This design comes from an exercise in tuning for small area, a short achievable clock period and few clock cycles on the open sky130 flow, not from production work. RTL that was checked went through simulation tests only; none was proved equivalent to the original. No functional check of the RTL was part of run 1. Power figures rest on the tool's default switching activity, not on a simulated workload.

--- flow/config.mk ---
export PLATFORM = sky130hd
export DESIGN_NAME = periodic_job_timer_table_core
export DESIGN_NICKNAME = periodic_job_timer_table_core
export VERILOG_FILES = /design/flow/design.v
export SDC_FILE = /design/flow/constraint.sdc
export NUM_CORES = 4
export LEC_CHECK = 0
export CAP_MARGIN = 20
export CORE_MARGIN = 2
export CORE_UTILIZATION = 40
export PLACE_DENSITY = 0.6
export SETUP_SLACK_MARGIN = 5
export SLEW_MARGIN = 20
--- flow/constraint.sdc ---
create_clock -name core_clock -period 9.0 [get_ports {clk}]
set_input_delay 1.8000 -clock core_clock [delete_from_list [all_inputs] [get_ports {clk}]]
set_output_delay 1.8000 -clock core_clock [all_outputs]
set_load 0.01 [all_outputs]
--- flow/run.sh ---
#!/bin/bash
# synth_recipe.tcl (not shown) runs the flow's synth.tcl, then flattens the netlist and writes it again
# the make line also repeats each setting of config.mk as NAME=value (left out here)
make -C /OpenROAD-flow-scripts/flow DESIGN_CONFIG=/design/flow/config.mk WORK_HOME=/design/flow/orfs CLKGATE_MAP_FILE= SYNTH_SCRIPT=/design/flow/synth_recipe.tcl finish
--- flow/design.v ---
`timescale 1ns / 1ps
package pjt_pkg;
    localparam int SLOTS = 12;
    localparam int SW = $clog2(SLOTS);
    localparam logic [7:0] MIN_INTERVAL_RST = 8'd5;
    typedef enum logic [2:0] {
        OP_ADD = 3'd0, OP_TICK = 3'd1, OP_DEL = 3'd2,
        OP_RUN = 3'd3, OP_DONE = 3'd4, OP_QUERY = 3'd5
    } op_t;
    typedef enum logic [3:0] {
        K_ADDED = 4'd0, K_FULL = 4'd1, K_FIRED = 4'd2, K_EXPIRED = 4'd3,
        K_TICK = 4'd4, K_REMOVED = 4'd5, K_RUNST = 4'd6, K_COMPLETED = 4'd7,
        K_INFO = 4'd8, K_EMPTY = 4'd9, K_STALE = 4'd10
    } kind_t;
    typedef struct packed {
        logic [2:0]  op;
        logic [23:0] a;
        logic [23:0] b;
        logic [15:0] c;
        logic        f;
    } req_t;
    typedef struct packed {
        logic        add, tick, del, run, done, query;
        logic [31:0] a;
        logic [31:0] b;
        logic [15:0] c;
        logic        f;
    } ereq_t;
    function automatic logic cmp32(input logic [31:0] a, input logic [31:0] b,
                                   input logic ge);
        logic [31:0] gt, lt;
        gt = a & ~b;
        lt = ~a & b;
        for (int l = 0; l < 5; l++)
            for (int i = 0; i < 32; i++)
                if (i % (2 << l) == 0)
                begin
                    gt[i] = gt[i + (1 << l)] | (~lt[i + (1 << l)] & gt[i]);
                    lt[i] = lt[i + (1 << l)] | (~gt[i + (1 << l)] & lt[i]);
                end
        cmp32 = ge ? !lt[0] : gt[0];
    endfunction
    function automatic logic gt24(input logic [23:0] a, input logic [23:0] b);
        gt24 = cmp32({8'd0, a}, {8'd0, b}, 1'b0);
    endfunction
    function automatic logic [32:0] add32(input logic [31:0] a, input logic [31:0] b,
                                          input logic ci);
        logic [31:0] g, p, gg, pp, c;
        g = a & b;
        p = a ^ b;
        gg = g;
        pp = p;
        gg[0] = g[0] | (p[0] & ci);
        for (int l = 0; l < 5; l++)
            for (int i = 31; i >= 0; i--)
                if (i >= (1 << l))
                begin
                    gg[i] = gg[i] | (pp[i] & gg[i - (1 << l)]);
                    pp[i] = pp[i] & pp[i - (1 << l)];
                end
        c = {gg[30:0], ci};
        add32 = {gg[31], p ^ c};
    endfunction
    function automatic logic [31:0] inc32(input logic [31:0] a);
        logic [31:0] r;
        for (int i = 0; i < 32; i++)
            r[i] = a[i] ^ (&(a | ~((32'd1 << i) - 32'd1)));
        inc32 = r;
    endfunction
    function automatic logic [11:0] lowest12(input logic [11:0] v);
        logic [11:0] r;
        for (int i = 0; i < 12; i++)
            r[i] = v[i] & ~(|(v & ((12'd1 << i) - 12'd1)));
        lowest12 = r;
    endfunction
    function automatic logic [2:0] ones4(input logic [3:0] v);
        case (v)
            4'b0000: ones4 = 3'd0;
            4'b0001, 4'b0010, 4'b0100, 4'b1000: ones4 = 3'd1;
            4'b0111, 4'b1011, 4'b1101, 4'b1110: ones4 = 3'd3;
            4'b1111: ones4 = 3'd4;
            default: ones4 = 3'd2;
        endcase
    endfunction
endpackage
`timescale 1ns / 1ps
module pjt_ctrl (
    input  logic                 clk,
    input  logic                 rst_n,
    input  logic                 in_valid,
    output logic                 in_ready,
    input  logic [2:0]           opcode,
    input  logic [23:0]          interval_s,
    input  logic [23:0]          ttl_s,
    input  logic                 is_global,
    input  logic [15:0]          command_tag,
    input  logic [23:0]          target_id,
    input  logic                 delete_all,
    input  logic                 run_enable,
    input  logic [3:0]           slot_index,
    input  logic [31:0]          return_code,
    input  logic                 r_free,     
    output logic                 n_valid,    
    output pjt_pkg::req_t        n_req,
    output logic [23:0]          n_ivl,      
    output logic [23:0]          n_tgt,      
    output logic [3:0]           n_idx       
);
    pjt_pkg::req_t pk, s;
    logic s_valid;
    logic is_del, is_done, is_run, is_idx;
    assign is_del  = (opcode == pjt_pkg::OP_DEL);
    assign is_done = (opcode == pjt_pkg::OP_DONE);
    assign is_run  = (opcode == pjt_pkg::OP_RUN);
    assign is_idx  = is_done || (opcode == pjt_pkg::OP_QUERY);
    always_comb
    begin
        pk.op = opcode;
        pk.a  = is_del ? target_id : (is_done ? return_code[23:0] : interval_s);
        pk.b  = {ttl_s[23:8], is_done ? return_code[31:24] : ttl_s[7:0]};
        pk.c  = {command_tag[15:4], is_idx ? slot_index : command_tag[3:0]};
        pk.f  = is_del ? delete_all : (is_run ? run_enable : is_global);
    end
    assign in_ready = !s_valid;
    assign n_valid  = s_valid || in_valid;
    assign n_req    = s_valid ? s : pk;
    assign n_ivl    = s_valid ? s.a : interval_s;
    assign n_tgt    = s_valid ? s.a : target_id;
    assign n_idx    = s_valid ? s.c[3:0] : slot_index;
    always_ff @(posedge clk or negedge rst_n)
    begin
        if (!rst_n)
            s_valid <= 1'b0;
        else if (r_free)
            s_valid <= 1'b0;
        else if (in_valid)
            s_valid <= 1'b1;
    end
    always_ff @(posedge clk)
    begin
        if (!r_free && !s_valid && in_valid)
            s <= pk;
    end
endmodule
`timescale 1ns / 1ps
module pjt_datapath (
    input  logic                 clk,
    input  logic                 rst_n,
    input  logic                 n_valid,
    input  pjt_pkg::req_t        n_req,
    input  logic [23:0]          n_ivl,
    input  logic [23:0]          n_tgt,
    input  logic [3:0]           n_idx,
    output logic                 r_free,
    input  logic [7:0]           min_interval,
    output logic                 out_valid,
    input  logic                 out_ready,
    output logic [3:0]           kind,
    output logic [3:0]           slot,
    output logic [23:0]          job_id,
    output logic [15:0]          command_out,
    output logic                 global_flag,
    output logic [31:0]          count,
    output logic [23:0]          interval_out,
    output logic [31:0]          remaining_s,
    output logic signed [31:0]   last_code,
    output logic                 running,
    output logic                 persist_changed,
    output logic                 last
);
    localparam int SL = pjt_pkg::SLOTS;
    logic [SL-1:0]       used;
    logic [SL-1:0][23:0] s_id;
    logic [SL-1:0][23:0] s_iv;
    logic [SL-1:0][31:0] s_due;
    logic [SL-1:0][31:0] s_exp;
    logic [SL-1:0]       s_gl;
    logic [SL-1:0]       s_ivz;      
    logic [SL-1:0][31:0] s_runs;
    logic [SL-1:0][31:0] s_code;
    logic [SL-1:0][15:0] s_cmd;
    logic [31:0] now, now_p1;
    logic [23:0] nid;
    logic        run;
    logic          r_valid;
    pjt_pkg::ereq_t r;
    logic          busy;
    logic [SL-1:0] pend, pend_e;
    logic          upd_v;
    logic [SL-1:0] upd_oh;
    logic [23:0]   upd_d;
    logic room, take, go;
    assign room   = !out_valid || out_ready;
    assign take   = room && !busy && r_valid;
    assign go     = room && (busy || r_valid);
    assign r_free = !r_valid || take;
    logic [32:0] due_sum;
    assign due_sum = pjt_pkg::add32(now, {8'd0, upd_d}, 1'b0);
    always_ff @(posedge clk)
    begin
        for (int i = 0; i < SL; i++)
            if (upd_v && upd_oh[i])
                s_due[i] <= due_sum[31:0];
    end
    logic [SL-1:0] cmp_e, cmp_f, m_e, m_f, cand, cand_e, low;
    logic          any, sel_e;
    logic          fwd_f;
    assign fwd_f = (upd_d == 24'd1) ||
                   ((&now[31:24]) && pjt_pkg::gt24(upd_d, ~now[23:0]) && !(&now[23:0]));
    always_comb
    begin
        for (int i = 0; i < SL; i++)
        begin
            cmp_e[i] = (s_exp[i] != 32'd0) && pjt_pkg::cmp32(now_p1, s_exp[i], 1'b0);
            cmp_f[i] = (upd_v && upd_oh[i]) ? fwd_f : pjt_pkg::cmp32(now_p1, s_due[i], 1'b1);
        end
        m_e    = {SL{run}} & used & cmp_e;
        m_f    = {SL{run}} & used & ~cmp_e & cmp_f;
        cand   = busy ? pend : (m_e | m_f);
        cand_e = busy ? pend_e : m_e;
        low    = pjt_pkg::lowest12(cand);
        any    = |cand;
        sel_e  = |(low & cand_e);
    end
    logic          tmode;
    logic [SL-1:0] idx_oh, sel;
    logic          idx_ok;
    logic [3:0]    idx;
    assign tmode  = busy || r.tick;
    assign idx    = r.c[15:12];
    assign idx_oh = r.c[SL-1:0];
    assign idx_ok = |(idx_oh & used);
    assign sel    = tmode ? low : ((r.done || r.query) ? (idx_oh & used) : '0);
    logic [23:0] m_id, m_iv;
    logic [15:0] m_cmd;
    logic        m_gl;
    logic [31:0] m_runs, m_code;
    logic [3:0]  m_slot;
    always_comb
    begin
        m_id = '0; m_iv = '0; m_cmd = '0; m_gl = 1'b0; m_runs = '0; m_code = '0;
        m_slot = '0;
        for (int i = 0; i < SL; i++)
        begin
            m_id   = m_id   | ({24{sel[i]}} & s_id[i]);
            m_iv   = m_iv   | ({24{sel[i]}} & s_iv[i]);
            m_cmd  = m_cmd  | ({16{sel[i]}} & s_cmd[i]);
            m_gl   = m_gl   | (sel[i] & s_gl[i]);
            m_runs = m_runs | ({32{sel[i]}} & s_runs[i]);
            m_code = m_code | ({32{sel[i]}} & s_code[i]);
            m_slot = m_slot | ({4{low[i]}} & 4'(i));
        end
    end
    logic m_iv_z;
    assign m_iv_z = |(sel & s_ivz);
    logic [31:0] d_inc;
    logic        d_iv_z, d_pch;
    assign d_inc  = pjt_pkg::inc32(r.b);
    assign d_iv_z = |(idx_oh & s_ivz);
    assign d_pch  = |(idx_oh & used & s_ivz & s_gl);
    logic [SL-1:0] free_oh;
    logic          free_found;
    logic [3:0]    free_slot;
    always_comb
    begin
        free_oh    = pjt_pkg::lowest12(~used);
        free_found = !(&used);
        free_slot  = '0;
        for (int i = 0; i < SL; i++)
            free_slot = free_slot | ({4{free_oh[i]}} & 4'(i));
    end
    logic [23:0] every;
    assign every = r.a[23:0];
    logic [32:0] exp_sum;
    logic [31:0] exp_new;
    assign exp_sum = pjt_pkg::add32(now, {8'd0, r.b[23:0]}, 1'b0);
    assign exp_new = (r.b[23:0] != 24'd0) ? exp_sum[31:0] : 32'd0;
    logic [31:0] nid_inc32;
    logic [23:0] nid_inc;
    assign nid_inc32 = pjt_pkg::inc32({8'd0, nid});
    assign nid_inc = nid_inc32[23:0];
    logic [SL-1:0] del_hit;
    logic [3:0]    del_n;
    logic          del_pch;
    assign del_hit = used & ({SL{r.f}} | r.b[SL-1:0]);
    assign del_n   = 4'(pjt_pkg::ones4(del_hit[3:0])) + 4'(pjt_pkg::ones4(del_hit[7:4])) +
                     4'(pjt_pkg::ones4(del_hit[11:8]));
    assign del_pch = |(del_hit & s_gl);
    logic [32:0] rem_sum;
    logic [31:0] rem;
    assign rem_sum = pjt_pkg::add32(r.a, ~now, 1'b1);
    assign rem = (r.a != 32'd0 && rem_sum[32]) ? rem_sum[31:0] : 32'd0;
    logic add_ok, e_del, e_done, e_query, add_go, done_go, tick_go;
    assign add_ok  = !busy && r.add && free_found;
    assign e_del   = !busy && r.del;
    assign e_done  = !busy && r.done;
    assign e_query = !busy && r.query;
    assign tick_go = take && r.tick;
    assign add_go  = take && r.add && free_found;
    assign done_go = take && r.done && idx_ok;
    logic        emit;
    logic [3:0]  n_kind, n_slot;
    logic [23:0] n_id, n_iv;
    logic [15:0] n_cmd;
    logic        n_gl, n_pch, n_last;
    logic [31:0] n_count, n_rem, n_code;
    always_comb
    begin
        emit = busy || (r_valid && (r.add || r.tick || r.del || r.run || r.done || r.query));
        if (tmode)
            n_kind = !any ? pjt_pkg::K_TICK : (sel_e ? pjt_pkg::K_EXPIRED : pjt_pkg::K_FIRED);
        else if (r.add)
            n_kind = free_found ? pjt_pkg::K_ADDED : pjt_pkg::K_FULL;
        else if (r.del)
            n_kind = pjt_pkg::K_REMOVED;
        else if (r.run)
            n_kind = pjt_pkg::K_RUNST;
        else if (r.done)
            n_kind = idx_ok ? pjt_pkg::K_COMPLETED : pjt_pkg::K_STALE;
        else
            n_kind = idx_ok ? pjt_pkg::K_INFO : pjt_pkg::K_EMPTY;
        n_slot  = (tmode ? m_slot : 4'd0) | ((e_done || e_query) ? idx : 4'd0) |
                  (add_ok ? free_slot : 4'd0);
        n_id    = m_id | (add_ok ? nid : 24'd0);
        n_cmd   = m_cmd | (add_ok ? r.c : 16'd0);
        n_gl    = m_gl | (add_ok & r.f);
        n_iv    = m_iv | (add_ok ? every : 24'd0);
        n_count = ((tmode || e_query) ? m_runs : 32'd0) |
                  ((e_done && idx_ok) ? d_inc : 32'd0) |
                  (e_del ? {28'd0, del_n} : 32'd0);
        n_code  = ((tmode || e_query) ? m_code : 32'd0) |
                  ((e_done && idx_ok) ? r.a : 32'd0);
        n_rem   = (e_query && idx_ok) ? rem : 32'd0;
        n_pch   = (tmode & sel_e & m_gl) | (add_ok & r.f) | (e_del & del_pch) |
                  (e_done & d_pch);
        n_last  = !(tmode && any);
    end
    assign running = run;
    always_ff @(posedge clk)
    begin
        if (room && emit)
        begin
            kind <= n_kind; slot <= n_slot; job_id <= n_id; command_out <= n_cmd;
            global_flag <= n_gl; count <= n_count; interval_out <= n_iv;
            remaining_s <= n_rem; last_code <= n_code; persist_changed <= n_pch;
            last <= n_last;
        end
    end
    pjt_pkg::ereq_t nr;
    logic [SL-1:0]  n_idx_oh;
    logic [31:0]    n_exp_raw, n_runs_raw;
    logic           n_hit_add, n_hit_done;
    always_comb
    begin
        for (int i = 0; i < SL; i++)
            n_idx_oh[i] = (n_idx == 4'(i));
        n_exp_raw = '0;
        n_runs_raw = '0;
        for (int i = 0; i < SL; i++)
        begin
            n_exp_raw  = n_exp_raw  | ({32{n_idx_oh[i]}} & s_exp[i]);
            n_runs_raw = n_runs_raw | ({32{n_idx_oh[i]}} & s_runs[i]);
        end
        n_hit_add  = add_go && |(free_oh & n_idx_oh);
        n_hit_done = done_go && |(idx_oh & n_idx_oh);
        nr.add   = (n_req.op == pjt_pkg::OP_ADD);
        nr.tick  = (n_req.op == pjt_pkg::OP_TICK);
        nr.del   = (n_req.op == pjt_pkg::OP_DEL);
        nr.run   = (n_req.op == pjt_pkg::OP_RUN);
        nr.done  = (n_req.op == pjt_pkg::OP_DONE);
        nr.query = (n_req.op == pjt_pkg::OP_QUERY);
        nr.f     = n_req.f;
        nr.c     = n_req.c;
        nr.a     = {8'd0, n_req.a};
        nr.b     = {8'd0, n_req.b};
        if (nr.add)
        begin
            if (n_ivl != 24'd0 && !pjt_pkg::cmp32({8'd0, n_ivl}, {24'd0, min_interval}, 1'b1))
                nr.a = {16'd0, min_interval};
        end
        else if (nr.del)
        begin
            nr.b = '0;
            for (int i = 0; i < SL; i++)
                nr.b[i] = (add_go && free_oh[i]) ? (n_tgt == nid) : (s_id[i] == n_tgt);
        end
        else if (nr.done || nr.query)
        begin
            nr.c = {n_idx, n_idx_oh};
            nr.a = nr.done ? {n_req.b[7:0], n_req.a} : (n_hit_add ? exp_new : n_exp_raw);
            nr.b = n_hit_add ? 32'd0 : (n_hit_done ? d_inc : n_runs_raw);
        end
    end
    always_ff @(posedge clk)
        if (r_free)
            r <= nr;
    always_ff @(posedge clk or negedge rst_n)
    begin
        if (!rst_n)
        begin
            out_valid <= 1'b0; r_valid <= 1'b0;
            used <= '0; now <= '0; now_p1 <= 32'd1; nid <= 24'd1; run <= 1'b1;
            busy <= 1'b0; pend <= '0; pend_e <= '0; upd_v <= 1'b0; upd_oh <= '0;
        end
        else
        begin
            if (r_free)
                r_valid <= n_valid;
            if (room)
                out_valid <= emit;
            upd_v <= 1'b0;
            if (go && tmode && any && !sel_e)
            begin
                upd_v <= 1'b1; upd_oh <= low;
            end
            if (busy && room)
            begin
                pend <= pend & ~low;
                if (!any)
                    busy <= 1'b0;
            end
            if (tick_go)
            begin
                now <= now_p1; now_p1 <= pjt_pkg::inc32(now_p1);
                used <= used & ~m_e;
                busy <= any;
                pend <= (m_e | m_f) & ~low;
                pend_e <= m_e;
            end
            if (add_go)
            begin
                used <= used | free_oh;
                nid <= (nid_inc == 24'd0) ? 24'd1 : nid_inc;
                upd_v <= 1'b1; upd_oh <= free_oh;
            end
            if (take && r.del)
                used <= used & ~del_hit;
            if (take && r.run)
                run <= r.f;
            if (done_go && d_iv_z)
                used <= used & ~idx_oh;
        end
    end
    always_ff @(posedge clk)
    begin
        if (add_go)
            upd_d <= (every != 24'd0) ? every : 24'd1;
        else if (go && tmode)
            upd_d <= m_iv_z ? 24'd1 : m_iv;
    end
    always_ff @(posedge clk)
    begin
        for (int i = 0; i < SL; i++)
        begin
            if (add_go && free_oh[i])
            begin
                s_id[i] <= nid; s_iv[i] <= every; s_exp[i] <= exp_new;
                s_gl[i] <= r.f; s_cmd[i] <= r.c; s_ivz[i] <= (every == 24'd0);
            end
            if ((add_go && free_oh[i]) || (done_go && idx_oh[i]))
            begin
                s_runs[i] <= add_go ? 32'd0 : d_inc;
                s_code[i] <= add_go ? 32'd0 : r.a;
            end
        end
    end
endmodule
`timescale 1ns / 1ps
module periodic_job_timer_table_core (
    input  logic                 clk,
    input  logic                 rst_n,
    input  logic                 cfg_valid,
    output logic                 cfg_ready,
    input  logic [7:0]           cfg_data,
    input  logic                 in_valid,
    output logic                 in_ready,
    input  logic [2:0]           opcode,
    input  logic [23:0]          interval_s,
    input  logic [23:0]          ttl_s,
    input  logic                 is_global,
    input  logic [15:0]          command_tag,
    input  logic [23:0]          target_id,
    input  logic                 delete_all,
    input  logic                 run_enable,
    input  logic [3:0]           slot_index,
    input  logic signed [31:0]   return_code,
    output logic                 out_valid,
    input  logic                 out_ready,
    output logic [3:0]           kind,
    output logic [3:0]           slot,
    output logic [23:0]          job_id,
    output logic [15:0]          command_out,
    output logic                 global_flag,
    output logic [31:0]          count,
    output logic [23:0]          interval_out,
    output logic [31:0]          remaining_s,
    output logic signed [31:0]   last_code,
    output logic                 running,
    output logic                 persist_changed,
    output logic                 last
);
    logic [7:0] min_interval_reg;
    logic r_free, n_valid;
    pjt_pkg::req_t n_req;
    logic [23:0] n_ivl, n_tgt;
    logic [3:0]  n_idx;
    assign cfg_ready = 1'b1;
    always_ff @(posedge clk or negedge rst_n)
    begin
        if (!rst_n)
            min_interval_reg <= pjt_pkg::MIN_INTERVAL_RST;
        else if (cfg_valid)
            min_interval_reg <= cfg_data;
    end
    pjt_ctrl u_ctrl (
        .clk(clk), .rst_n(rst_n), .in_valid(in_valid), .in_ready(in_ready),
        .opcode(opcode), .interval_s(interval_s), .ttl_s(ttl_s),
        .is_global(is_global), .command_tag(command_tag), .target_id(target_id),
        .delete_all(delete_all), .run_enable(run_enable), .slot_index(slot_index),
        .return_code(return_code), .r_free(r_free), .n_valid(n_valid), .n_req(n_req),
        .n_ivl(n_ivl), .n_tgt(n_tgt), .n_idx(n_idx)
    );
    pjt_datapath u_dp (
        .clk(clk), .rst_n(rst_n), .n_valid(n_valid), .n_req(n_req), .n_ivl(n_ivl),
        .n_tgt(n_tgt), .n_idx(n_idx), .r_free(r_free),
        .min_interval(min_interval_reg),
        .out_valid(out_valid), .out_ready(out_ready),
        .kind(kind), .slot(slot), .job_id(job_id), .command_out(command_out),
        .global_flag(global_flag), .count(count), .interval_out(interval_out),
        .remaining_s(remaining_s), .last_code(last_code), .running(running),
        .persist_changed(persist_changed), .last(last)
    );
endmodule
==> results of run 1 <==
layout by cell type, fill, tap and decap left out, drive strengths merged, types with 37 or more instances in the layout:
cell / netlist / routed
xnor2: 298 / 298
diode: 0 / 60
a21o: 58 / 74
o21a: 44 / 45
a221oi: 427 / 427
o22ai: 84 / 84
o211ai: 58 / 58
nor4: 189 / 189
nand2b: 224 / 224
nand2: 782 / 786
a21oi: 350 / 350
mux2i: 100 / 100
buf: 251 / 1071
o31ai: 41 / 41
a22o: 302 / 302
clkdlybuf4s50: 0 / 297
edfxtp: 2678 / 2678
a32oi: 37 / 37
a22oi: 479 / 479
nand4: 247 / 247
xor2: 166 / 166
nor3: 124 / 124
dfrtp: 145 / 145
nor2: 466 / 468
mux2: 50 / 50
a31oi: 92 / 92
and3: 98 / 100
a211oi: 64 / 64
maj3: 412 / 412
ha: 129 / 129
and2: 87 / 89
clkbuf: 461 / 417
nand3: 224 / 224
inv: 335 / 327
o21ai: 466 / 466
nor2b: 227 / 227
a221o: 129 / 129
a222oi: 169 / 169
clkinv: 9 / 148
clkinvlp: 0 / 37
kinds of logic after synthesis:
group | share of synthesized area, %
other | 0.00271
AOI/OAI and AO/OA | 17.1
and+or+nand+nor | 10.4
buffers and inverters | 3.13
muxes | 1.20
adders and majority gates | 4.27
DFF | 60.9
xor gates and xnor gates | 2.94
final cells by class:
class                      count  area, um^2  area share (%)
clock buffer                 391        8510            4.87
sequential                  2828       84200            48.2
timing repair inverter         4        25.0          0.0143
tap                         4557        5700            3.26
clock inverter               194        2020            1.16
antenna                       60         150          0.0859
inverter                     344        1410           0.807
multi-input combinational   7167       54900            31.4
timing repair buffer        1434       17800            10.2
per-layer routing:
layer	vias up	global-route usage, %	wire length, um
li1	46345	-	-
met1	60276	50.7	260000
met5	-	0.988	1240
met4	66	29.0	66200
met3	2955	15.4	114000
met2	11600	56.9	301000
cells in the mapped netlist (44+ instances only):
| master | n |
|---|---|
| edfxtp_1 | 2678 |
| a221o_1 | 129 |
| o211ai_1 | 57 |
| nand2_1 | 782 |
| and2_1 | 85 |
| o21a_1 | 44 |
| nand3_1 | 223 |
| ha_1 | 129 |
| xnor2_1 | 298 |
| nand4_1 | 246 |
| clkbuf_1 | 459 |
| buf_1 | 93 |
| nand2b_1 | 224 |
| a21oi_1 | 349 |
| nor2b_1 | 227 |
| a22oi_1 | 476 |
| a22o_1 | 302 |
| maj3_1 | 391 |
| nor2_1 | 465 |
| dfrtp_1 | 145 |
| mux2i_1 | 100 |
| o22ai_1 | 84 |
| a31oi_1 | 92 |
| mux2_2 | 50 |
| buf_2 | 115 |
| a21o_1 | 58 |
| o21ai_0 | 449 |
| a211oi_1 | 62 |
| inv_1 | 328 |
| and3_1 | 98 |
| nor3_1 | 120 |
| xor2_1 | 166 |
| nor4_1 | 186 |
| a221oi_1 | 427 |
| a222oi_1 | 169 |
worst register-to-register path: cells and delay by family, from the launching register on:
| kind | cells | cell delay (ns) |
|---|---|---|
| buffers and inverters | 5 | 0.78 |
| AOI/OAI and AO/OA | 9 | 2.38 |
| and+or+nand+nor | 5 | 1.00 |
| adders and majority gates | 2 | 0.53 |
| DFF | 1 | 0.62 |
repair_timing:
item | in CTS | in global routing
resized for setup | 984 | 537
setup endpoints to repair | 3177 | 1583
pin swaps | 229 | 319
setup buffers | 407 | 165
cloned | 119 | 26
hold buffers | 0 | 0
power by group:
group / switching (W) / internal [W] / total, W
sequential: 0.00131 / 0.0172 / 0.0185
clock: 0.00581 / 0.00764 / 0.0134
combinational: 0.0127 / 0.00727 / 0.0200
metrics by stage:
stage / cells / hold slack, ns / util (%)
final: 16979 / 0.478 / 50.9
after CTS: 16725 / 0.479 / 49.6
after global routing: 16926 / 0.503 / 50.8
after floorplan: 11021 / 0.439 / -
after global placement: 15611 / 0.463 / 43.2
after detailed placement: 15614 / 0.464 / 43.3
worst paths after layout:
| check | start | to | slack, ns | cells after the start |
|---|---|---|---|---|
| max in group asynchronous | rst_n | u_ctrl.s_valid | 6.06 | 3 |
| worst min-delay path | u_dp.pend_e[6] | u_dp.pend_e[6] | 0.48 | 2 |
| worst min register to register | u_dp.pend_e[6] | u_dp.pend_e[6] | 0.48 | 2 |
| min in group asynchronous | rst_n | u_dp.now_p1[26] | 0.92 | 1 |
| worst max register to register | u_dp.upd_d[0] | u_dp.count[12] | 3.36 | 21 |
| worst max-delay path | u_dp.upd_d[0] | u_dp.count[12] | 3.36 | 21 |
==> flow_metrics.tcl, run 1 <==
set metrics [dict create \
    status "no timing/DRC/antenna violations" \
    crit_top_cell "buf_4" \
    nets 12380 \
    synthesis.nets 11300 \
    ys_ff_latch 2828 \
    grt_max_degree 88 \
    final_area_um2 175000 \
    h-tree-depth 5 \
    pre_cts_slack_ns 1.04 \
    drc 0 \
    wl_per_cell_um 43.7 \
    final_hold_viol_count 0 \
    cpMaxStageDelayCell "a222oi_1" \
    synth_top_cell_by_area "edfxtp_1" \
    drt_iter0_markers 23107 \
    cellLeakagePower_nw 59.4 \
    gp_congestion 1.09 \
    slew_headroom_pct 15.8 \
    antenna_left 0 \
    drtPass1Iterations 11 \
    rsz0062_at_grt "true" \
    synth_cell_types 115 \
    path_delay_family "compound AO/OA/AOI/OAI gates" \
    drv_slew 0 \
    seq_area_frac_synth_pct 60.9 \
    synth_largest_type_area_fraction_pct 58.2 \
    insertion_delay_ns 1.02 \
    num_rows 215 \
    syn2layout_area_growth_pct 26.5 \
    port_buffers 316 \
    path_max_fanout 22 \
    cts.sinks 2828 \
    peakVddDrop_v 0.000243 \
    io_pins 318 \
    cp.arrival_ns 6.35 \
    antenna_found_initial 88 \
    powerDensity_nw_per_um2 297 \
    endpoint_kind "flip-flop" \
    setup_viol 0 \
    fin_crit_sh_pct 62.7 \
    drive_gt1_share_pct 20.5 \
    crit_path_max_incr_delay_ns 0.88 \
    path_cells "ha_2, fa_2, nor2b_4, o21ai_2, o211ai_1, a211o_1, a211oi_4, buf_6, o22a_4, buf_4, or3_1, a41o_1, nand3_2, nor4_4, buf_4, buf_4, buf_12, a222oi_1, nand3_1, a21oi_1, a21oi_1" \
    fmax_mhz 177 \
    grt_overflow_total 0 \
    finalSetupTns_ns 0 \
    gr-usage-all-layers_pct 40.4 \
    grt_pass1_vias 110867 \
    die-area_um2 350000 \
    syn_avg_cell_area_um2 12.5 \
    critPathKind "reg2reg" \
    async_flop_share_pct 5.30 \
    synth_cells 11021 \
    cts_tree "yes" \
    hpwlAfterDp_um 444000 \
    crit_buf_inv 5 \
    clk_pin_slew_ns 0.06 \
    avgViaCountPerCell 7.14 \
    die_x_um 592 \
    synth-edff-count 2678 \
    power_w 0.0519 \
    placed_area_um2 149000 \
    setup_ws_ns 3.36 \
    cts-root-buf "clkbuf_16" \
    cap_violations 0 \
    routed_wirelength_um 741000 \
    fillCellCount 28876 \
    numCtsBuffers 322 \
    period_needed_ns 5.64 \
    synthTopCellsByArea "edfxtp_1 58%, maj3_1 2.8%, a221oi_1 2.7%" \
    design.core.area_um2 344000 \
    clockBufferDepth 4 \
    syn_area_um2 138000 \
    hold_class "reg2reg" \
    worst_pin_slew_ns 1.25 \
    finClkSkew_ns 0.0835 \
    die_h_um 592 \
    num_vias 121242 \
    grt_pass1_wl_um 968000 \
    yosysWarnings 3 \
    critPathRequiredTime_ns 9.70 \
    synthFlopType "edfxtp_1" \
    start_util_pct 40.2 \
    cp-start-kind "flip-flop" \
]
==> run 2: changes to the inputs <==
--- a/flow/design.v
+++ b/flow/design.v
@@ -75,10 +75,8 @@
     endfunction
-    function automatic logic [2:0] ones4(input logic [3:0] v);
-        case (v)
-            4'b0000: ones4 = 3'd0;
-            4'b0001, 4'b0010, 4'b0100, 4'b1000: ones4 = 3'd1;
-            4'b0111, 4'b1011, 4'b1101, 4'b1110: ones4 = 3'd3;
-            4'b1111: ones4 = 3'd4;
-            default: ones4 = 3'd2;
-        endcase
+    function automatic logic [2:0] ones6(input logic [5:0] v);
+        logic [2:0] n;
+        n = '0;
+        for (int i = 0; i < 6; i++)
+            n = n + 3'(v[i]);
+        ones6 = n;
     endfunction
@@ -104,3 +102,2 @@
     output pjt_pkg::req_t        n_req,
-    output logic [23:0]          n_ivl,      
     output logic [23:0]          n_tgt,      
@@ -126,3 +123,2 @@
     assign n_req    = s_valid ? s : pk;
-    assign n_ivl    = s_valid ? s.a : interval_s;
     assign n_tgt    = s_valid ? s.a : target_id;
@@ -150,3 +146,2 @@
     input  pjt_pkg::req_t        n_req,
-    input  logic [23:0]          n_ivl,
     input  logic [23:0]          n_tgt,
@@ -178,2 +173,3 @@
     logic [SL-1:0]       s_ivz;      
+    logic [SL-1:0]       s_le1;      
     logic [SL-1:0][31:0] s_runs;
@@ -191,6 +187,7 @@
     logic [23:0]   upd_d;
-    logic room, take, go;
+    logic          upd_d1;     
+    logic room, take, go, tick_go;
     assign room   = !out_valid || out_ready;
-    assign take   = room && !busy && r_valid;
-    assign go     = room && (busy || r_valid);
+    assign take   = room && !busy && r_valid && (!r.tick || !wrap_stall);
+    assign go     = room && (busy || take);
     assign r_free = !r_valid || take;
@@ -204,14 +201,37 @@
     end
-    logic [SL-1:0] cmp_e, cmp_f, m_e, m_f, cand, cand_e, low;
-    logic          any, sel_e;
-    logic          fwd_f;
-    assign fwd_f = (upd_d == 24'd1) ||
-                   ((&now[31:24]) && pjt_pkg::gt24(upd_d, ~now[23:0]) && !(&now[23:0]));
+    logic [SL-1:0] xe, xf, xe_n, xf_n;
+    logic          wrap_stall, now_hi_ff;    
+    logic [31:0]   now_p2;
+    logic          p1_nz, p2_nz, xe_add, xf_upd;
+    logic [SL-1:0] add_spec, done_spec;
+    assign wrap_stall = upd_v && now_hi_ff;
+    assign add_spec   = {SL{r_valid && r.add && !busy}} & free_oh;
+    assign done_spec  = {SL{r_valid && r.done && !busy}} & idx_oh & used;
+    assign p1_nz      = (now_p1 != 32'd0);
+    assign p2_nz      = (now_p2 != 32'd0);
+    assign xe_add     = exp_sum[32] && (exp_sum[31:0] != 32'd0) && !(&now);
+    logic d_le2, p2_wrap;
+    assign d_le2      = (upd_d[23:2] == 22'd0) && !(&upd_d[1:0]);
+    assign p2_wrap    = (now_p2[31:1] == 31'd0);
+    assign xf_upd     = tick_go ? (p2_wrap ? (due_sum[32] && d_le2) : (due_sum[32] || d_le2)) :
+                                  (upd_d1 || (due_sum[32] && p1_nz));
     always_comb
-    begin
         for (int i = 0; i < SL; i++)
         begin
-            cmp_e[i] = (s_exp[i] != 32'd0) && pjt_pkg::cmp32(now_p1, s_exp[i], 1'b0);
-            cmp_f[i] = (upd_v && upd_oh[i]) ? fwd_f : pjt_pkg::cmp32(now_p1, s_due[i], 1'b1);
+            xe_n[i] = add_spec[i] ? xe_add :
+                      tick_go ? ((xe[i] || (p1_nz && now_p1 == s_exp[i])) && p2_nz) : xe[i];
+            xf_n[i] = (upd_v && upd_oh[i]) ? xf_upd :
+                      tick_go ? ((now_p2 == s_due[i]) || (xf[i] && p2_nz)) : xf[i];
         end
+    always_ff @(posedge clk)
+    begin
+        xe <= xe_n;
+        xf <= xf_n;
+    end
+    logic [SL-1:0] cmp_e, cmp_f, m_e, m_f, cand, cand_e, low;
+    logic          any, sel_e;
+    always_comb
+    begin
+        cmp_e  = xe;
+        cmp_f  = (upd_v ? ({SL{upd_d1}} & upd_oh) : '0) | (~(upd_v ? upd_oh : '0) & xf);
         m_e    = {SL{run}} & used & cmp_e;
@@ -272,3 +292,6 @@
     logic [23:0] every;
-    assign every = r.a[23:0];
+    logic        add_le1;
+    assign add_le1 = (r.a[23:1] == 23'd0) && (!r.a[0] || min_interval[7:1] == 7'd0);
+    assign every = (r.a[23:0] != 24'd0 && r.a[23:8] == 16'd0 && r.a[7:0] < min_interval) ?
+                   {16'd0, min_interval} : r.a[23:0];
     logic [32:0] exp_sum;
@@ -284,5 +307,4 @@
     logic          del_pch;
-    assign del_hit = used & ({SL{r.f}} | r.b[SL-1:0]);
-    assign del_n   = 4'(pjt_pkg::ones4(del_hit[3:0])) + 4'(pjt_pkg::ones4(del_hit[7:4])) +
-                     4'(pjt_pkg::ones4(del_hit[11:8]));
+    assign del_hit = r.b[SL-1:0];
+    assign del_n   = 4'(pjt_pkg::ones6(del_hit[5:0])) + 4'(pjt_pkg::ones6(del_hit[11:6]));
     assign del_pch = |(del_hit & s_gl);
@@ -292,3 +314,3 @@
     assign rem = (r.a != 32'd0 && rem_sum[32]) ? rem_sum[31:0] : 32'd0;
-    logic add_ok, e_del, e_done, e_query, add_go, done_go, tick_go;
+    logic add_ok, e_del, e_done, e_query, add_go, done_go;
     assign add_ok  = !busy && r.add && free_found;
@@ -308,3 +330,3 @@
     begin
-        emit = busy || (r_valid && (r.add || r.tick || r.del || r.run || r.done || r.query));
+        emit = busy || (take && (r.add || r.tick || r.del || r.run || r.done || r.query));
         if (tmode)
@@ -348,2 +370,18 @@
     end
+    logic [SL-1:0] used_pre;
+    always_comb
+    begin
+        used_pre = used;
+        if (r_valid && !busy)
+        begin
+            if (r.tick)
+                used_pre = used & ~m_e;
+            else if (r.add)
+                used_pre = used | free_oh;
+            else if (r.del)
+                used_pre = used & ~del_hit;
+            else if (r.done && d_iv_z)
+                used_pre = used & ~idx_oh;
+        end
+    end
     pjt_pkg::ereq_t nr;
@@ -363,4 +401,4 @@
         end
-        n_hit_add  = add_go && |(free_oh & n_idx_oh);
-        n_hit_done = done_go && |(idx_oh & n_idx_oh);
+        n_hit_add  = |(add_spec & n_idx_oh);
+        n_hit_done = |(done_spec & n_idx_oh);
         nr.add   = (n_req.op == pjt_pkg::OP_ADD);
@@ -375,8 +413,3 @@
         nr.b     = {8'd0, n_req.b};
-        if (nr.add)
-        begin
-            if (n_ivl != 24'd0 && !pjt_pkg::cmp32({8'd0, n_ivl}, {24'd0, min_interval}, 1'b1))
-                nr.a = {16'd0, min_interval};
-        end
-        else if (nr.del)
+        if (nr.del)
         begin
@@ -384,3 +417,4 @@
             for (int i = 0; i < SL; i++)
-                nr.b[i] = (add_go && free_oh[i]) ? (n_tgt == nid) : (s_id[i] == n_tgt);
+                nr.b[i] = used_pre[i] &&
+                          (n_req.f || (add_spec[i] ? (n_tgt == nid) : (s_id[i] == n_tgt)));
         end
@@ -401,3 +435,3 @@
             out_valid <= 1'b0; r_valid <= 1'b0;
-            used <= '0; now <= '0; now_p1 <= 32'd1; nid <= 24'd1; run <= 1'b1;
+            used <= '0; now <= '0; now_p1 <= 32'd1; now_p2 <= 32'd2; now_hi_ff <= 1'b0; nid <= 24'd1; run <= 1'b1;
             busy <= 1'b0; pend <= '0; pend_e <= '0; upd_v <= 1'b0; upd_oh <= '0;
@@ -423,3 +457,4 @@
             begin
-                now <= now_p1; now_p1 <= pjt_pkg::inc32(now_p1);
+                now <= now_p1; now_p1 <= now_p2; now_p2 <= pjt_pkg::inc32(now_p2);
+                now_hi_ff <= &now_p1[31:24];
                 used <= used & ~m_e;
@@ -446,5 +481,11 @@
         if (add_go)
+        begin
             upd_d <= (every != 24'd0) ? every : 24'd1;
+            upd_d1 <= add_le1;
+        end
         else if (go && tmode)
+        begin
             upd_d <= m_iv_z ? 24'd1 : m_iv;
+            upd_d1 <= |(sel & s_le1);
+        end
     end
@@ -454,11 +495,12 @@
         begin
-            if (add_go && free_oh[i])
+            if (add_spec[i])
             begin
                 s_id[i] <= nid; s_iv[i] <= every; s_exp[i] <= exp_new;
-                s_gl[i] <= r.f; s_cmd[i] <= r.c; s_ivz[i] <= (every == 24'd0);
+                s_gl[i] <= r.f; s_cmd[i] <= r.c; s_ivz[i] <= (r.a[23:0] == 24'd0);
+                s_le1[i] <= add_le1;
             end
-            if ((add_go && free_oh[i]) || (done_go && idx_oh[i]))
+            if (add_spec[i] || done_spec[i])
             begin
-                s_runs[i] <= add_go ? 32'd0 : d_inc;
-                s_code[i] <= add_go ? 32'd0 : r.a;
+                s_runs[i] <= r.add ? 32'd0 : d_inc;
+                s_code[i] <= r.add ? 32'd0 : r.a;
             end
@@ -504,3 +546,3 @@
     pjt_pkg::req_t n_req;
-    logic [23:0] n_ivl, n_tgt;
+    logic [23:0] n_tgt;
     logic [3:0]  n_idx;
@@ -520,6 +562,6 @@
         .return_code(return_code), .r_free(r_free), .n_valid(n_valid), .n_req(n_req),
-        .n_ivl(n_ivl), .n_tgt(n_tgt), .n_idx(n_idx)
+        .n_tgt(n_tgt), .n_idx(n_idx)
     );
     pjt_datapath u_dp (
-        .clk(clk), .rst_n(rst_n), .n_valid(n_valid), .n_req(n_req), .n_ivl(n_ivl),
+        .clk(clk), .rst_n(rst_n), .n_valid(n_valid), .n_req(n_req),
         .n_tgt(n_tgt), .n_idx(n_idx), .r_free(r_free),
--- a/flow/config.mk
+++ b/flow/config.mk
@@ -10,3 +10,3 @@
 export CORE_UTILIZATION = 40
-export PLACE_DENSITY = 0.6
+export PLACE_DENSITY = 0.5
 export SETUP_SLACK_MARGIN = 5
==> flow_metrics.tcl, run 2 <==
set metrics [dict create \
    status "no timing/DRC/antenna violations" \
    synth_mux_area_share_pct 1.24 \
    ff_latch_area_um2 86100 \
    final_area_um2 154000 \
    num_vias 95088 \
    grt_overflow_total 0 \
    cp-start-kind "flip-flop" \
    cap_violations 0 \
    slew_headroom_pct 15.6 \
    gr-usage-all-layers_pct 34.9 \
    gp_congestion 0.996 \
    critPathRequiredTime_ns 9.67 \
    h-tree-depth 5 \
    powerDensity_nw_per_um2 310 \
    path_cells "buf_4, buf_6, ha_4, fa_2, a211oi_2, nor2_1, xnor2_1, nor4b_2, nor4b_4, o2111ai_2, nor4b_2, a41oi_2, buf_6, o21a_1" \
    synth_largest_type_area_fraction_pct 63.0 \
    cpMaxStageDelayCell "xnor2_1" \
    num_rows 208 \
    drive_gt1_share_pct 14.3 \
    antenna_left 0 \
    fin_crit_sh_pct 47.1 \
    async_flop_share_pct 6.31 \
    period_needed_ns 4.24 \
    drtPass1Iterations 8 \
    grt_pass1_vias 89210 \
    peakVddDrop_v 0.000241 \
    cts-root-buf "clkbuf_16" \
    layout_commonest_cell "edfxtp_1" \
    endpoint_kind "flip-flop" \
    avgViaCountPerCell 6.54 \
    synthSimpleGateAreaFrac_pct 8.38 \
    cts_tree "yes" \
    syn_area_um2 129000 \
    ys_top_cells_by_count "2,715 x edfxtp_1, 791 x nand2_1, 671 x xnor2_1" \
    worst_pin_slew_ns 1.23 \
    finalSetupTns_ns 0 \
    die_h_um 573 \
    die_x_um 573 \
    start_util_pct 40.2 \
    final_cell_mix "2,715 x edfxtp_1, 770 x nand2_1, 665 x xnor2_1, 553 x xor2_1, 424 x a22oi_1" \
    fmax_mhz 236 \
    synth-compound-area-share_pct 11.8 \
    yosysMostFrequentCell "edfxtp_1" \
    hpwlAfterDp_um 367000 \
    final_hold_viol_count 0 \
    cts.sinks 2898 \
    cp.arrival_ns 4.91 \
    syn_avg_cell_area_um2 13.8 \
    synthesis.nets 9662 \
    routed_wirelength_um 589000 \
    hold_class "reg2reg" \
    grt_pass1_wl_um 784000 \
    yosys.area_share.xor_xnor_pct 8.35 \
    clockBufferDepth 4 \
    synthTopCellsByArea "edfxtp_1 63%, xnor2_1 4.5%, xor2_1 3.8%" \
    clk_pin_slew_ns 0.06 \
    antenna_found_initial 52 \
    grt_max_degree 95 \
    synthFlopType "edfxtp_1" \
    synth_cell_types 109 \
    fillCellCount 28049 \
    io_pins 318 \
    synth_top_cell_by_area "edfxtp_1" \
    synth_cells 9398 \
    seq_area_frac_synth_pct 66.6 \
    placed_area_um2 139000 \
    port_buffers 316 \
    path_max_fanout 6 \
    cellLeakagePower_nw 50.5 \
    setup_viol 0 \
    drt_iter0_markers 17248 \
    critPathKind "reg2reg" \
    nets 10223 \
    numCtsBuffers 328 \
    syn2layout_area_growth_pct 18.8 \
    rrSetupSlack_ns 4.76 \
    rsz0062_at_grt "true" \
    wl_per_cell_um 40.5 \
    crit_path_max_incr_delay_ns 0.49 \
    ys_ff_latch 2898 \
    die-area_um2 328000 \
    synth-edff-count 2715 \
    drv_slew 0 \
    synth_top_family_by_area "compound AO/OA/AOI/OAI gates" \
    design.core.area_um2 321000 \
    insertion_delay_ns 0.96 \
    drc 0 \
    finClkSkew_ns 0.0739 \
    multi_input_area_um2 42400 \
    synth_fa_ha_area_share_pct 1.24 \
    yosysWarnings 3 \
]
## run 2: cell families (layout without fill, tap and decap cells)
family                     Yosys count  in the layout
and+or+nand+nor                   2165           2174
buffers and inverters              786           1590
muxes                              150            150
AOI/OAI and AO/OA                 2043           2050
xor gates and xnor gates          1233           1233
DFF                               2898           2898
other                                1             23
adders and majority gates          122            122
## run 2: what timing repair did
item	CTS	global route
pin swaps	64	35
cloned	24	7
hold buffers	0	0
buffers inserted	117	35
resized for setup	356	136
endpoints found under the setup margin	1307	750
## run 2: metal layers
layer  wire length, um  up-vias  global-route usage [%]  share of wire (%)
met4             40200       12                    20.0                6.8
met3             66700     1369                    8.77                 11
met1            227000    48790                    46.7                 39
met2            255000     6897                    51.6                 43
li1                  -    38020                       -                  -
met5                86        -                       0              0.015
## run 2: critical path, delay by kind of cell, from the launching register on
kind / cells / cell delay (ns)
flip-flops: 1 / 0.39
adder cells (fa/ha/maj): 2 / 0.52
AND/OR/NAND/NOR: 4 / 1.03
AO/OA/AOI/OAI: 4 / 0.95
buffers and inverters: 3 / 0.55
XOR/XNOR: 1 / 0.49
## run 2: stage by stage
step	hold slack, ns	total power [W]	setup WS (ns)	util [%]	instances
global placement	0.464	0.0329	2.23	43.2	13744
global route	0.511	0.0487	4.77	47.8	14527
CTS	0.485	0.0470	4.89	47.5	14481
finish	0.481	0.0476	4.76	47.8	14545
detailed placement	0.471	0.0330	2.52	43.3	13751
floorplan	0.450	0.0255	3.70	-	9398
## run 2: final timing paths
| path | from | end | cells after the start |
|---|---|---|---|
| setup reg to reg | u_dp.r[17] | u_dp.xe[7] | 14 |
| max in group asynchronous | rst_n | u_ctrl.s_valid | 2 |
| hold / removal | u_dp.pend_e[9] | u_dp.pend_e[9] | 2 |
| min in group asynchronous | rst_n | u_dp.now_p2[25] | 1 |
| hold reg to reg | u_dp.pend_e[9] | u_dp.pend_e[9] | 2 |
| setup / recovery | u_dp.r[17] | u_dp.xe[7] | 14 |
## run 2: report_power, final
part	leakage [nW]	internal (W)	total, W	switching (W)
registers	27.0	0.0180	0.0193	0.00124
clock network	5.03	0.00749	0.0132	0.00569
logic	18.5	0.00442	0.0152	0.0108
total	50.5	0.0300	0.0476	0.0177
## run 2: cell type report
| class | instances | share of cell area [%] |
|---|---|---|
| repair buffers | 856 | 5.63 |
| flip-flops and latches | 2898 | 56.1 |
| well taps | 4305 | 3.51 |
| clock inverters | 170 | 1.00 |
| inverters | 145 | 0.450 |
| clock buffers | 419 | 5.72 |
| diodes | 22 | 0.0358 |
| multi-input cells | 5730 | 27.6 |
Testbench counts of run 2, summed over its fixed seeds: cycles 9,435.
==> run 3: changes to the inputs <==
--- a/flow/design.v
+++ b/flow/design.v
@@ -211,3 +211,6 @@
     assign p2_nz      = (now_p2 != 32'd0);
-    assign xe_add     = exp_sum[32] && (exp_sum[31:0] != 32'd0) && !(&now);
+    logic [31:0] ttl32;
+    assign ttl32      = {8'd0, r.b[23:0]};
+    assign xe_add     = exp_sum[32] && !(&now) &&
+                        ((now ^ ttl32) != {(now[30:0] | ttl32[30:0]), 1'b0});
     logic d_le2, p2_wrap;
@@ -349,5 +352,4 @@
         n_iv    = m_iv | (add_ok ? every : 24'd0);
-        n_count = ((tmode || e_query) ? m_runs : 32'd0) |
-                  ((e_done && idx_ok) ? d_inc : 32'd0) |
-                  (e_del ? {28'd0, del_n} : 32'd0);
+        n_count = e_del ? {28'd0, del_n} :
+                  (((tmode || e_query) ? m_runs : 32'd0) | ((e_done && idx_ok) ? d_inc : 32'd0));
         n_code  = ((tmode || e_query) ? m_code : 32'd0) |
==> flow_metrics.tcl, run 3 <==
set metrics [dict create \
    hold_class "reg2reg" \
    avgViaCountPerCell 6.47 \
    rsz0062_at_grt "true" \
    drv_slew 0 \
    port_buffers 316 \
    cap_violations 0 \
    fillCellCount 28430 \
    syn2layout_area_growth_pct 19.8 \
    wl_per_cell_um 40.4 \
    drt_iter0_markers 15698 \
    yosysMostFrequentCell "edfxtp_1" \
    io_pins 318 \
    multi_input_area_um2 43000 \
    routed_wirelength_um 597000 \
    start_util_pct 40.2 \
    p_comb_share_pct 32.8 \
    synth_top_cell_by_area "edfxtp_1" \
    ff_latch_area_um2 86100 \
    critPathRequiredTime_ns 9.56 \
    num_vias 95625 \
    synthesis.nets 9837 \
    antenna_left 0 \
    reg2reg_from "u_dp.used[1]" \
    cp-start-kind "flip-flop" \
    pwr-share-clk_pct 27.3 \
    syn_area_um2 130000 \
    path_cells "buf_4, nand3_1, nor2_1, nand2_1, bufinv_8, buf_6" \
    gr-usage-all-layers_pct 35.0 \
    insertion_delay_ns 0.97 \
    setup_viol 0 \
    fin_crit_sh_pct 45.9 \
    synth_cell_types 98 \
    final_cell_mix "2,715 x edfxtp_1, 780 x nand2_1, 755 x xnor2_1, 535 x a22oi_1, 476 x xor2_1" \
    startpoint "u_dp.used[1]" \
    status "no timing/DRC/antenna violations" \
    sw_frac_of_total_pct 37.8 \
    synth-edff-count 2715 \
    switching_power_w 0.0187 \
    crit_path_max_incr_delay_ns 0.88 \
    nets 10457 \
    cts.sinks 2898 \
    pwr-share-seq_pct 39.8 \
    ys_ff_latch 2898 \
    internal_power_w 0.0307 \
    drc 0 \
    crit_buf_inv 3 \
    finalSetupTns_ns 0 \
    powerDensity_nw_per_um2 317 \
    synthTopCellsByArea "edfxtp_1 63%, xnor2_1 5.2%, dfrtp_1 3.4%" \
    cpMaxStageDelayCell "bufinv_8" \
    cp.depth 6 \
    numCtsBuffers 325 \
    grt_overflow_total 0 \
    timing.rr.end "u_dp.s_iv[87]" \
    die_h_um 574 \
    r2r_cells 6 \
    critPathKind "reg2reg" \
    grt_pass1_vias 90980 \
    final_util_pct 48.1 \
    clk_pin_slew_ns 0.06 \
    path_max_fanout 58 \
    peakVddDrop_v 0.000257 \
    synth_largest_type_area_fraction_pct 62.7 \
    cts_hold_buf 0 \
    layout_commonest_cell "edfxtp_1" \
    die-area_um2 330000 \
    seq_area_frac_synth_pct 66.2 \
    endpoint_kind "flip-flop" \
    grt_max_degree 110 \
    cellLeakagePower_nw 52.1 \
    antenna_found_initial 48 \
    die_x_um 574 \
    period_needed_ns 4.13 \
    rrSetupSlack_ns 4.87 \
    cts_tree "yes" \
    drive_gt1_share_pct 14.2 \
    fmax_mhz 242 \
    cp.arrival_ns 4.69 \
    num_rows 209 \
    path_delay_family "buffers and inverters" \
    final_hold_viol_count 0 \
    finClkSkew_ns 0.0578 \
    syn_avg_cell_area_um2 13.6 \
    grt_pass1_wl_um 795000 \
    crit_path_end "u_dp.s_iv[87]" \
    ys_top_cells_by_count "2,715 x edfxtp_1, 792 x nand2_1, 770 x xnor2_1" \
    hpwlAfterDp_um 371000 \
    slew_headroom_pct 14.5 \
    synthFlopType "edfxtp_1" \
    cts-root-buf "clkbuf_16" \
    yosysWarnings 3 \
    clockBufferDepth 4 \
    synth_cells 9542 \
    design.core.area_um2 324000 \
    h-tree-depth 5 \
    worst_pin_slew_ns 1.27 \
    drtPass1Iterations 9 \
    async_flop_share_pct 6.31 \
    gp_congestion 0.994 \
]
## run 3: through the flow
step | hold slack [ns] | area [um^2] | cells | setup WS [ns] | power (W)
5_1_grt | 0.516 | 156000 | 14764 | 4.96 | 0.0505
6_report | 0.488 | 156000 | 14778 | 4.87 | 0.0494
2_1_floorplan | 0.449 | 130000 | 9542 | 2.90 | 0.0262
3_3_place_gp | 0.465 | 140000 | 13942 | 2.65 | 0.0345
4_1_cts | 0.488 | 154000 | 14679 | 4.96 | 0.0487
3_5_place_dp | 0.473 | 140000 | 13944 | 2.68 | 0.0346
## run 3: worst reg2reg max path: cells and delay by family, from the launching register on
family                 cells  cell delay, ns
buffers and inverters      3            1.81
and+or+nand+nor            3            1.30
DFF                        1            0.56
## run 3: logic make-up after synthesis
logic type,Yosys count,share of synthesized area (%)
buffers and inverters,799,2.45
AOI/OAI and AO/OA,2094,11.7
adders and majority gates,152,1.52
muxes,130,1.07
xor gates and xnor gates,1256,8.46
other,1,0.00288
DFF,2898,66.2
and+or+nand+nor,2212,8.53
## run 3: worst min path at each step
| stage | from | end | slack, ns | cells after the start |
|---|---|---|---|---|
| 3_3_place_gp | u_dp.pend_e[3] | u_dp.pend_e[3] | 0.46 | 2 |
| 2_1_floorplan | u_dp.pend[7] | u_dp.pend[7] | 0.45 | 2 |
| 6_report | u_dp.pend_e[11] | u_dp.pend_e[11] | 0.49 | 2 |
| 5_1_grt | u_dp.pend_e[9] | u_dp.pend_e[9] | 0.52 | 2 |
| 3_5_place_dp | u_dp.pend_e[5] | u_dp.pend_e[5] | 0.47 | 2 |
| 4_1_cts | u_dp.pend_e[0] | u_dp.pend_e[0] | 0.49 | 2 |
## run 3: power groups by stage
stage | registers (W) | clock network (W) | logic [W]
floorplan | 0.0194 | 0 | 0.00682
global placement | 0.0201 | 0 | 0.0144
detailed placement | 0.0201 | 0 | 0.0145
CTS | 0.0197 | 0.0136 | 0.0154
global route | 0.0197 | 0.0141 | 0.0167
finish | 0.0197 | 0.0135 | 0.0162
## run 3: final cells by class
class	count	area share, %
clock inverter	181	1.30
antenna	30	0.0482
timing repair buffer	924	6.29
multi-input combinational	5853	27.6
clock buffer	407	5.52
tap	4325	3.48
sequential	2898	55.3
inverter	158	0.444
timing repair inverter	2	0.0112
## run 3: timing repair
item,4_1_cts,5_1_grt
setup buffers,113,62
gates cloned,34,7
resized for setup,350,119
pin swaps,36,34
endpoints found under the setup margin,2153,750
## run 3: layer usage
layer	GRT usage, %	wire (um)	vias up	share of wire [%]
met5	0	158	-	0.026
met4	19.5	38800	20	6.5
met3	9.13	68600	1325	11
met2	51.9	258000	6690	43
met1	46.7	231000	49105	39
li1	-	-	38485	-
Testbench counts of run 3, summed over its fixed seeds: cycles 9,435.
==> run 4: changes to the inputs <==
--- a/flow/config.mk
+++ b/flow/config.mk
@@ -10,2 +10,5 @@
 export CORE_UTILIZATION = 40
+export CTS_BUF_LIST = sky130_fd_sc_hd__clkbuf_8
+export CTS_CLUSTER_DIAMETER = 50
+export CTS_CLUSTER_SIZE = 14
 export PLACE_DENSITY = 0.5
==> flow_metrics.tcl, run 4 <==
set metrics [dict create \
    synth_cells 9542 \
    endpoint_kind "flip-flop" \
    grt_max_degree 110 \
    critPathKind "reg2reg" \
    wl_per_cell_um 40.1 \
    design.core.area_um2 324000 \
    placed_area_um2 140000 \
    cap_violations 0 \
    pwr-share-seq_pct 42.4 \
    drt_iter0_markers 15596 \
    gr-usage-all-layers_pct 34.6 \
    finalSetupTns_ns 0 \
    grt_pass1_vias 90748 \
    syn_area_um2 130000 \
    ys_top_cells_by_count "2,715 x edfxtp_1, 792 x nand2_1, 770 x xnor2_1" \
    yosysMostFrequentCell "edfxtp_1" \
    nets 10444 \
    slew_headroom_pct 14.4 \
    num_rows 209 \
    drc 0 \
    cp-start-kind "flip-flop" \
    syn_avg_cell_area_um2 13.6 \
    status "no timing/DRC/antenna violations" \
    die-area_um2 330000 \
    cp.arrival_ns 5.10 \
    synth-edff-count 2715 \
    worst_pin_slew_ns 1.27 \
    synthFlopType "edfxtp_1" \
    path_max_fanout 11 \
    syn2layout_area_growth_pct 17.0 \
    cts_tree "yes" \
    finClkSkew_ns 0.0944 \
    cts-root-buf "clkbuf_8" \
    hold_class "reg2reg" \
    power_w 0.0464 \
    rsz0062_at_grt "true" \
    timing.hold.ws_ns 0.487 \
    grt_pass1_wl_um 788000 \
    final_area_um2 152000 \
    cts.sinks 2898 \
    drv_slew 0 \
    fmax_mhz 242 \
    async_flop_share_pct 6.31 \
    synth_top_cell_by_area "edfxtp_1" \
    start_util_pct 40.2 \
    yosysWarnings 3 \
    critPathRequiredTime_ns 9.96 \
    p_comb_share_pct 34.3 \
    synth_cell_types 98 \
    die_h_um 574 \
    die_x_um 574 \
    final_hold_viol_count 0 \
    switching_power_w 0.0186 \
    seq_area_frac_synth_pct 66.2 \
    cts_hold_buf 0 \
    clockBufferDepth 4 \
    cellLeakagePower_nw 50.6 \
    final_cell_mix "2,715 x edfxtp_1, 784 x nand2_1, 756 x xnor2_1, 535 x a22oi_1, 476 x xor2_1" \
    synthTopCellsByArea "edfxtp_1 63%, xnor2_1 5.2%, dfrtp_1 3.4%" \
    num_vias 95149 \
    io_pins 318 \
    grt_overflow_total 0 \
    sw_frac_of_total_pct 40.0 \
    antenna_left 0 \
    fin_crit_sh_pct 46.0 \
    period_needed_ns 4.14 \
    peakVddDrop_v 0.000262 \
    powerDensity_nw_per_um2 305 \
    h-tree-depth 5 \
    drive_gt1_share_pct 14.8 \
    synthesis.nets 9837 \
    numCtsBuffers 352 \
    port_buffers 316 \
    synth_largest_type_area_fraction_pct 62.7 \
    routed_wirelength_um 593000 \
    drtPass1Iterations 10 \
    pwr-share-clk_pct 23.3 \
    internal_power_w 0.0278 \
    avgViaCountPerCell 6.44 \
    clk_pin_slew_ns 0.08 \
    antenna_found_initial 52 \
    setup_viol 0 \
    layout_commonest_cell "edfxtp_1" \
    gp_congestion 0.994 \
    hpwlAfterDp_um 371000 \
    ys_ff_latch 2898 \
    insertion_delay_ns 1.16 \
]
run 4: area by class of cell:
| cell class | count | area (um^2) |
|---|---|---|
| Multi-Input combinational cell | 5853 | 42700 |
| Sequential cell | 2898 | 86200 |
| Clock inverter | 279 | 3050 |
| Clock buffer | 355 | 4890 |
| Timing Repair inverter | 2 | 17.5 |
| Fill cell | 28884 | 172000 |
| Antenna cell | 23 | 57.6 |
| Inverter | 158 | 683 |
| Tap cell | 4325 | 5410 |
| Timing Repair Buffer | 884 | 9090 |
run 4: per-layer routing:
metal / wire length [um] / track usage, %
met1: 229000 / 46.7
met2: 257000 / 51.6
met3: 68000 / 8.43
met4: 38100 / 18.2
met5: 116 / 0
run 4: timing repair:
action | 4_1_cts | 5_1_grt
pin swaps | 28 | 28
resized for setup | 336 | 113
hold endpoints to repair | 0 | 0
endpoints found under the setup margin | 2091 | 699
gates cloned | 23 | 12
buffers inserted | 100 | 41
run 4: logic make-up (layout without fill, tap and decap cells):
family | after synthesis | after routing | share of synthesized area (%)
flip-flops | 2898 | 2898 | 66.2
AND/OR/NAND/NOR | 2212 | 2219 | 8.53
AO/OA/AOI/OAI | 2094 | 2095 | 11.7
XOR/XNOR | 1256 | 1256 | 8.46
buffers and inverters | 799 | 1678 | 2.45
adder cells (fa/ha/maj) | 152 | 152 | 1.52
multiplexers | 130 | 130 | 1.07
other | 1 | 24 | 0.00288
run 4: power by group through the flow:
stage                     clock network, W  registers (W)  logic (W)
after floorplan                          0         0.0194    0.00682
after global placement                   0         0.0201     0.0144
after detailed placement                 0         0.0201     0.0145
after CTS                           0.0109         0.0196     0.0153
after global routing                0.0114         0.0197     0.0164
final                               0.0108         0.0197     0.0159
run 4: worst max-delay path: stages, from the launching register on:
cell and delay (ns):
dfrtp_1 0.69, buf_4 0.38, xnor2_1 0.16, nand4_1 0.14, nor4_1 0.97, nand4_1 0.29, nor4_2 1.15, a21oi_1 0.06
o21ai_0 0.13
run 4: stage by stage:
step / std cells / worst slack [ns] / utilization, %
global route: 14763 / 4.98 / 47.0
CTS: 14701 / 5.00 / 46.6
detailed placement: 13944 / 2.68 / 43.3
floorplan: 9542 / 2.90 / -
finish: 14777 / 4.86 / 47.0
global placement: 13942 / 2.65 / 43.3
run 4: final timing paths:
| kind | from | endpoint | slack [ns] | cells past startpoint |
|---|---|---|---|---|
| setup / recovery | u_dp.now_p2[11] | u_dp.xf[10] | 4.86 | 8 |
| hold / removal | u_dp.pend_e[7] | u_dp.pend_e[7] | 0.49 | 2 |
| setup reg to reg | u_dp.now_p2[11] | u_dp.xf[10] | 4.86 | 8 |
| hold reg to reg | u_dp.pend_e[7] | u_dp.pend_e[7] | 0.49 | 2 |
| max in group asynchronous | rst_n | u_dp.now_p2[15] | 6.92 | 2 |
| min in group asynchronous | rst_n | min_interval_reg[3] | 0.72 | 1 |
==> run 5: changes to the inputs <==
--- a/flow/design.v
+++ b/flow/design.v
@@ -23,2 +23,3 @@
         logic        add, tick, del, run, done, query;
+        logic [11:0] oh;
         logic [31:0] a;
@@ -208,3 +209,3 @@
     assign add_spec   = {SL{r_valid && r.add && !busy}} & free_oh;
-    assign done_spec  = {SL{r_valid && r.done && !busy}} & idx_oh & used;
+    assign done_spec  = {SL{r_valid && r.done && !busy}} & idx_oh;
     assign p1_nz      = (now_p1 != 32'd0);
@@ -253,5 +254,5 @@
     assign idx    = r.c[15:12];
-    assign idx_oh = r.c[SL-1:0];
-    assign idx_ok = |(idx_oh & used);
-    assign sel    = tmode ? low : ((r.done || r.query) ? (idx_oh & used) : '0);
+    assign idx_oh = r.oh;
+    assign idx_ok = |r.oh;
+    assign sel    = tmode ? low : ((r.done || r.query) ? r.oh : '0);
     logic [23:0] m_id, m_iv;
@@ -282,3 +283,3 @@
     assign d_iv_z = |(idx_oh & s_ivz);
-    assign d_pch  = |(idx_oh & used & s_ivz & s_gl);
+    assign d_pch  = |(idx_oh & s_ivz & s_gl);
     logic [SL-1:0] free_oh;
@@ -288,4 +289,4 @@
     begin
-        free_oh    = pjt_pkg::lowest12(~used);
-        free_found = !(&used);
+        free_oh    = r.oh;
+        free_found = |r.oh;
         free_slot  = '0;
@@ -412,2 +413,4 @@
         nr.f     = n_req.f;
+        nr.oh    = nr.add ? pjt_pkg::lowest12(~used_pre) :
+                   ((nr.done || nr.query) ? (n_idx_oh & used_pre) : '0);
         nr.c     = n_req.c;
@@ -424,3 +427,3 @@
         begin
-            nr.c = {n_idx, n_idx_oh};
+            nr.c = {n_idx, 12'd0};
             nr.a = nr.done ? {n_req.b[7:0], n_req.a} : (n_hit_add ? exp_new : n_exp_raw);
==> flow_metrics.tcl, run 5 <==
set metrics [dict create \
    grt_pass1_wl_um 801000 \
    cts_tree "yes" \
    worst_pin_slew_ns 1.28 \
    design.core.area_um2 327000 \
    endpoint_kind "flip-flop" \
    port_buffers 316 \
    r2r_cells 11 \
    start_util_pct 40.2 \
    power_w 0.0617 \
    syn_avg_cell_area_um2 13.7 \
    synth_cell_types 109 \
    reg2reg_from "u_dp.busy" \
    drc 0 \
    crit_path_max_incr_delay_ns 0.77 \
    hpwlAfterDp_um 378000 \
    gr-usage-all-layers_pct 34.9 \
    cap_violations 0 \
    wl_per_cell_um 40.2 \
    clk_pin_slew_ns 0.09 \
    clockBufferDepth 4 \
    synth_cells 9614 \
    layout_commonest_cell "edfxtp_1" \
    avgViaCountPerCell 6.56 \
    numCtsBuffers 363 \
    holdPathStages 2 \
    slew_headroom_pct 14.1 \
    path_max_fanout 31 \
    routed_wirelength_um 598000 \
    crit_buf_inv 3 \
    finalSetupTns_ns 0 \
    nets 10477 \
    finClkSkew_ns 0.0893 \
    path_cells "clkdlybuf4s50_1, buf_4, mux2_2, nand2_1, buf_4, nand2_1, o21ai_0" \
    cp-start-kind "primary input" \
    cts.sinks 2910 \
    die_x_um 577 \
    drive_gt1_share_pct 15.0 \
    drv_slew 0 \
    final_cell_mix "2,727 x edfxtp_1, 1,014 x xnor2_1, 721 x nand2_1, 438 x buf_4" \
    insertion_delay_ns 1.17 \
    peakVddDrop_v 0.000407 \
    synth-edff-count 2727 \
    period_needed_ns 4.15 \
    async_flop_share_pct 6.29 \
    syn2layout_area_growth_pct 16.2 \
    antenna_found_initial 59 \
    critPathKind "in2reg" \
    antenna_left 0 \
    powerDensity_nw_per_um2 404 \
    drt_iter0_markers 17084 \
    status "no timing/DRC/antenna violations" \
    gp_congestion 0.992 \
    cellLeakagePower_nw 50.6 \
    num_rows 210 \
    timing.rr.end "u_dp.r[22]" \
    critPathRequiredTime_ns 9.88 \
    path_delay_family "buffers and inverters" \
    yosysMostFrequentCell "edfxtp_1" \
    holdCritStartpoint "u_dp.pend_e[3]" \
    synthTopCellsByArea "edfxtp_1 62%, xnor2_1 6.9%, dfrtp_1 3.4%" \
    holdPathEnd "u_dp.pend_e[3]" \
    cp.arrival_ns 5.02 \
    synth_top_cell_by_area "edfxtp_1" \
    synthesis.nets 9909 \
    rrSetupSlack_ns 4.90 \
    cts_hold_buf 0 \
    drtPass1Iterations 12 \
    seq_area_frac_synth_pct 65.9 \
    die_h_um 577 \
    syn_area_um2 131000 \
    synthFlopType "edfxtp_1" \
]
run 5: area by class of cell:
class / count / area (um^2)
Multi-Input combinational cell: 5888 / 43200
Sequential cell: 2910 / 86500
Fill cell: 29197 / 174000
Inverter: 164 / 711
Timing Repair inverter: 5 / 36.3
Clock buffer: 370 / 5090
Timing Repair Buffer: 850 / 8140
Clock inverter: 290 / 3300
Tap cell: 4346 / 5440
Antenna cell: 41 / 103
run 5: cell families after synthesis:
family	count (synthesis)	share of synthesized area (%)
other	1	0.00286
buffers and inverters	831	2.56
xor gates and xnor gates	1249	8.34
and+or+nand+nor	2174	8.34
adders and majority gates	152	1.51
DFF	2910	65.9
muxes	86	0.728
AOI/OAI and AO/OA	2211	12.6
run 5: routing by layer:
layer	track usage (%)	vias up	share of wire, %
met3	9.48	1403	12
met4	16.8	38	5.9
li1	-	38858	-
met1	47.2	49955	39
met5	0	-	0.040
met2	52.1	7237	43
run 5: where the power goes:
| part | switching, W | leakage (nW) | internal, W |
|---|---|---|---|
| sequential | 0.00247 | 27.9 | 0.0208 |
| combinational | 0.0192 | 18.5 | 0.00797 |
| clock | 0.00587 | 4.22 | 0.00541 |
| total | 0.0275 | 50.6 | 0.0342 |
run 5: metrics by stage:
step           std cells  util (%)  hold WS (ns)  setup slack [ns]  area (um^2)
3_3_place_gp       13988      43.1         0.465              2.90       141000
2_1_floorplan       9614         -         0.450              3.60       131000
4_1_cts            14780      46.4         0.487              4.95       152000
6_report           14864      46.7         0.486              4.85       153000
3_5_place_dp       13992      43.2         0.470              2.87       141000
5_1_grt            14832      46.6         0.520              4.81       152000
run 5: timing repair:
item / in CTS / in global routing
setup buffers: 103 / 38
pin swaps: 38 / 28
setup endpoints to repair: 997 / 534
gates cloned: 25 / 5
gates resized for setup: 287 / 105
run 5: how the worst max path moves through the flow:
stage | from | endpoint | slack, ns | depth (start not counted)
3_3_place_gp | slot_index[1] | u_dp.r[27] | 2.90 | 12
3_5_place_dp | slot_index[1] | u_dp.r[19] | 2.87 | 11
2_1_floorplan | out_ready | u_dp.command_out[0] | 3.60 | 4
5_1_grt | opcode[1] | u_dp.r[61] | 4.81 | 9
4_1_cts | slot_index[3] | u_dp.r[76] | 4.95 | 12
6_report | opcode[0] | u_dp.r[65] | 4.85 | 7
run 5: tightest hold or removal path: cells and delay by family, from the launching register on:
| kind | cells | cell delay (ns) |
|---|---|---|
| DFF | 1 | 0.34 |
| and+or+nand+nor | 1 | 0.05 |
| AOI/OAI and AO/OA | 1 | 0.06 |
Testbench counts of run 5, summed over its fixed seeds: cycles 9,435.

Re-timed with assumed drivers on the ports (clkbuf_16 on the clock, buf_2 on other inputs), run 5 has 4.892 ns of setup slack against 4.855 ns with ideal ports, and 3.709 ns once port delays also move by the mid clock arrival of 1.241 ns.
